This design comes from an exercise in tuning for small area on the open sky130 flow, not from production work.
Only simulation tests tie the RTL to the original design; equivalence was not proved.
Power is estimated from default activity; no workload was simulated.

[flow/constraint.sdc]
create_clock -name core_clock -period 10.0 [get_ports {clk}]
set_input_delay 2.0000 -clock core_clock [delete_from_list [all_inputs] [get_ports {clk}]]
set_output_delay 2.0000 -clock core_clock [all_outputs]
set_load 0.01 [all_outputs]
[flow/design.v]
module sprite_loader (
   input  logic       clk,
   input  logic       reset,
   input  logic [7:0] rx_data,
   input  logic       rx_valid,
   output logic       rx_ready,
   input  logic       vblank,
   input  logic [7:0] rd_addr,
   output logic [7:0] rd_bits,
   output logic       busy,
   output logic       done,
   output logic       err,
   output logic [4:0] loaded_mask
);
   localparam logic [7:0] SYNC_BYTE = 8'hA5;
   localparam logic [7:0] MAX_INDEX = 8'd4;
   localparam logic [4:0] LAST      = 5'd31;
   typedef enum logic [2:0] {
      S_IDLE,
      S_INDEX,
      S_DATA,
      S_CHECK,
      S_COMMIT_WAIT,
      S_COMMIT
   } state_t;
   state_t     state;
   state_t     next_state;
   logic [7:0] sprite_ram [0:255];
   logic [7:0] staging    [0:31];
   logic [4:0] counter;
   logic [2:0] index;
   logic       accept;
   logic       ld_index;
   logic       cnt_inc;
   logic       stage_we;
   logic       ram_we;
   logic       err_set;
   logic       done_set;
   logic [7:0] xor_sum;
   assign rx_ready = (state == S_IDLE) || (state == S_INDEX) ||
                     (state == S_DATA) || (state == S_CHECK);
   assign busy     = (state != S_IDLE);
   assign accept   = rx_valid && rx_ready;
   assign rd_bits  = sprite_ram[rd_addr];
   always_ff @(posedge clk or posedge reset) begin
      if (reset) begin
         state <= S_IDLE;
      end else begin
         state <= next_state;
      end
   end
   always_comb begin
      next_state = state;
      ld_index   = 1'b0;
      cnt_inc    = 1'b0;
      stage_we   = 1'b0;
      ram_we     = 1'b0;
      err_set    = 1'b0;
      done_set   = 1'b0;
      case (state)
         S_IDLE: begin
            if (accept && (rx_data == SYNC_BYTE)) begin
               next_state = S_INDEX;
            end
         end
         S_INDEX: begin
            if (accept) begin
               if (rx_data <= MAX_INDEX) begin
                  ld_index   = 1'b1;
                  next_state = S_DATA;
               end else begin
                  err_set    = 1'b1;
                  next_state = S_IDLE;
               end
            end
         end
         S_DATA: begin
            if (accept) begin
               stage_we = 1'b1;
               cnt_inc  = 1'b1;
               if (counter == LAST) begin
                  next_state = S_CHECK;
               end
            end
         end
         S_CHECK: begin
            if (accept) begin
               if (rx_data == xor_sum) begin
                  next_state = vblank ? S_COMMIT : S_COMMIT_WAIT;
               end else begin
                  err_set    = 1'b1;
                  next_state = S_IDLE;
               end
            end
         end
         S_COMMIT_WAIT: begin
            if (vblank) begin
               next_state = S_COMMIT;
            end
         end
         S_COMMIT: begin
            ram_we  = 1'b1;
            cnt_inc = 1'b1;
            if (counter == LAST) begin
               done_set   = 1'b1;
               next_state = S_IDLE;
            end
         end
         default: begin
            next_state = S_IDLE;
         end
      endcase
   end
   always_ff @(posedge clk or posedge reset) begin
      if (reset) begin
         counter     <= '0;
         index       <= '0;
         done        <= 1'b0;
         err         <= 1'b0;
         loaded_mask <= '0;
      end else begin
         done <= done_set;
         err  <= err_set;
         if (ld_index) begin
            index   <= rx_data[2:0];
            counter <= '0;
         end else if (cnt_inc) begin
            counter <= counter + 5'd1;
         end
         if (done_set) begin
            loaded_mask <= loaded_mask | (5'd1 << index);
         end
      end
   end
   always_ff @(posedge clk or posedge reset) begin
      if (reset) begin
         xor_sum <= '0;
      end else if (ld_index) begin
         xor_sum <= '0;
      end else if (stage_we) begin
         xor_sum <= xor_sum ^ rx_data;
      end
   end
   always_ff @(posedge clk) begin
      if (stage_we) begin
         staging[counter] <= rx_data;
      end
      if (ram_we) begin
         sprite_ram[{index, counter}] <= staging[counter];
      end
   end
endmodule
[flow/config.mk]
export PLATFORM = sky130hd
export DESIGN_NAME = sprite_loader
export DESIGN_NICKNAME = sprite_loader
export VERILOG_FILES = /design/flow/design.v
export SDC_FILE = /design/flow/constraint.sdc
export NUM_CORES = 4
export LEC_CHECK = 0
export CAP_MARGIN = 20
export CORE_MARGIN = 2
export CORE_UTILIZATION = 40
export SLEW_MARGIN = 20
[flow/run.sh]
#!/bin/bash
# synth_recipe.tcl (not shown) runs the flow's synth.tcl, then flattens the netlist and writes it again
# the make line also repeats each setting of config.mk as NAME=value (left out here)
make -C /OpenROAD-flow-scripts/flow DESIGN_CONFIG=/design/flow/config.mk WORK_HOME=/design/flow/orfs CLKGATE_MAP_FILE= SYNTH_SCRIPT=/design/flow/synth_recipe.tcl finish
==> qor.yml <==
global_routing:
  grt.overflow.total: 0
  grt_pass1_vias: 43840
  grt_antenna_before_repair: 14
  track_usage_pct: 19.29
  grt_pass1_wl_microns: 321000
  grt_start_max_net_pins: 165
synth:
  syn_inst: 4263
  syn-cell-area_sq_mm: 0.09038
  ys_seq_area_share_pct: 77.27
  yosysWarnings: 1
  synth_edf_count: 2304
  syn_nets: 4288
  synth_area_per_cell_sq_um: 21.20
  synth-main-ff-cell: "edfxtp_1"
  synth-seq-cells: 2330
  synthArstFlopShare_pct: 1.116
  synth_cell_type_count: 65
placement:
  portBuffers: 36
  routabilityCongestion: 0.8620
  place_hpwl_microns: 136300
worst_setup_path:
  cp.arrival_ps: 6490
  cp-start-kind: "input pin"
  crit_chain: "buf_2 > buf_4 > nand2_2 > o221ai_1 > a21oi_1 > o32ai_1 > nor3_1 > nor4_1 > clkdlybuf4s50_1"
  max_stage_delay_ps: 940
  worstPathMaxFanout: 42
  worstSetupPathType: "input pin to output port"
  crit_path_top_delay_cell: "nor4_1"
  end_kind: "output port"
  required_ps: 8000
clocking:
  cts_sinks: 2330
  clkLatencyLatePin_ps: 870
  ctsHoldBuffers: 0
  h-tree-depth: 4
  cts_setup_buffers: 0
  cts_buffers: 222
  tritoncts: "yes"
  clk_path_buf_depth: 3
  cts-resized-gates: 0
  clk_pin_slew_ps: 60
  root_buffer: "clkbuf_16"
pwr:
  leakagePower_nw: 31.19
  power_density_mw_per_mm2: 221.8
  ir_drop_mv: 0.1780
cells_and_area:
  areaGrowthSynthToFinish_pct: 12.40
  drive_gt1_share_pct: 22.09
  final_common_cell: "edfxtp_1"
  final_cell_mix: "edfxtp_1 (2304), mux4_2 (519), nor2_1 (332)"
  fillers: 18760
  nNetsFinal: 4400
drt:
  drt-total-wl_microns: 223600
  drc: 0
  ant_nets: 0
  vias_per_cell: 5.788
  dr.pass1.iters: 7
  drt_iter0_drc: 5132
  via_count: 43740
  wl_per_cell_microns: 29.59
timing:
  rsz0062_at_grt: "false"
  final.period_utilization_pct: 84.94
  report.final.hold_viol_count: 0
  fin_hold_ws_ps: 467.7
  slew_headroom_pct: 14.45
  fmax_ghz: 0.1177
  setup_tns_ps: 0
  skew_ps: 44.43
  layout_min_cycle_time_ps: 8494
  worst_pin_slew_ps: 1280
  setup_viol: 0
  drv_slew: 0
worst_hold_path:
  hold_class: "register to register"
flow_run:
  drv_cap: 0
floorplanning:
  die_w_microns: 479.4
  ioPinCount: 37
  std_cell_rows: 174
  die_area_sq_mm: 0.2298
  die_y_microns: 479.4
  core_sq_mm: 0.2247
  start_util_pct: 40.23
outcome:
  status: "timing/DRC/antenna clean"
## logic make-up (layout without fill, tap and decap cells)
kind of cell | count (synthesis) | in the layout | share of synthesized area [%]
buf+inv | 265 | 565 | 1.751
compound gates | 450 | 450 | 3.522
xor+xnor | 19 | 19 | 0.1841
other cells | 0 | 1 | 0
fa+ha+maj | 5 | 5 | 0.06922
simple gates | 523 | 523 | 2.521
mux | 671 | 671 | 14.69
flops | 2330 | 2330 | 77.27
## metal layers
metal | up-vias | wire [microns] | global-route usage, %
met5 | - | 0 | 0
met4 | 0 | 6264 | 5.743
met3 | 347 | 16900 | 3.572
met2 | 1805 | 107400 | 30.79
met1 | 23520 | 93080 | 27.13
li1 | 18070 | - | -
## cell usage after synthesis (all sizes together) (14+ instances only)
library cell | count | area share, %
a221oi | 18 | 0.19
dfrtp | 26 | 0.72
o22ai | 28 | 0.19
a22oi | 161 | 1.3
o221ai | 38 | 0.37
nor4 | 14 | 0.10
buf | 130 | 1.2
nand2 | 66 | 0.27
a22o | 25 | 0.24
nor3 | 26 | 0.14
mux4 | 522 | 13
edfxtp | 2304 | 77
mux2i | 137 | 1.5
nor2b | 14 | 0.097
xor2 | 17 | 0.16
nor2 | 336 | 1.4
o21ai | 25 | 0.14
clkbuf | 125 | 0.52
a21oi | 94 | 0.52
## worst max-delay path: cells and delay by family
family / cells / cell delay [ps]
AO/OA/AOI/OAI: 3 / 960
AND/OR/NAND/NOR: 3 / 1710
buffers and inverters: 3 / 1720
## where the power goes
group / total (mW) / switching, mW / internal, mW
sequential: 11.7 / 0.0623 / 11.7
combinational: 2.22 / 1.66 / 0.562
clock: 8.58 / 3.68 / 4.90
## state kept, by name, indices dropped and copies added, names as in the netlist
signal and cells:
sprite_ram 2048, staging 256, xor_sum 8, counter 5, loaded_mask 5, index 3, state 3, done 1
err 1
## worst paths after layout
kind                                      from                to  slack (ps)  depth (start not counted)
worst max-delay path                rd_addr[2]        rd_bits[2]        1510                          9
worst min-delay path            loaded_mask[1]    loaded_mask[1]         470                          1
worst max register to register      counter[0]  sprite_ram[2][5]        5270                          6
worst min register to register  loaded_mask[1]    loaded_mask[1]         470                          1
max in group asynchronous                reset        counter[0]        8060                          2
min in group asynchronous                reset               err        1490                          2
## stage by stage
| step | total power, mW | instance area, sq um | instances | worst slack [ps] | utilization, % |
|---|---|---|---|---|---|
| final | 22.53 | 101600 | 7556 | 1506 | 45.22 |
| after global routing | 23.18 | 101600 | 7556 | 1485 | 45.22 |
| after CTS | 22.70 | 101600 | 7555 | 1634 | 45.21 |
| after detailed placement | 14.21 | 94150 | 7143 | 1654 | 41.90 |
| after global placement | 14.14 | 94140 | 7143 | 1577 | 41.90 |
| after floorplan | 13.22 | 90380 | 4263 | 4229 | - |
## area by class of cell
| type | count | area, sq um | share of cell area [%] |
|---|---|---|---|
| clock inverter | 151 | 1707 | 1.680 |
| clock buffer | 261 | 5723 | 5.633 |
| multi-input combinational | 1668 | 19190 | 18.89 |
| timing repair buffer | 143 | 1346 | 1.325 |
| antenna | 1 | 2.502 | 0.002463 |
| sequential | 2330 | 69840 | 68.75 |
| inverter | 10 | 37.54 | 0.03695 |
| tap | 2992 | 3744 | 3.685 |

==> static timing again, ports no longer ideal <==
The results above use ideal ports. As a check the final layout listed here was re-extracted and re-timed, cells and wires unchanged.
Step 1: set_driving_cell puts a clkbuf_16 on clk and a buf_2 on each other input, an assumption about the parent block.
Step 2 moves the port delays by t, midway between the first and last clock arrival at a register: inputs arrive t later, outputs are due t later. That takes back most of the time a late clock gives input paths.
Three values: no drivers, after step 1, after step 2; two values: the first two.
t, ns: 0.946
slack for setup (ns): 1.506 / 1.394 / 1.394
worst setup path at the end: input to output
worst slew at a driven data input, ns: 0.12
cell pins on the clock port's net: 1
After both steps this run still meets setup and hold. For this run, drivers alone change the setup slack by -0.112 ns; drivers and shift together by -0.112 ns.
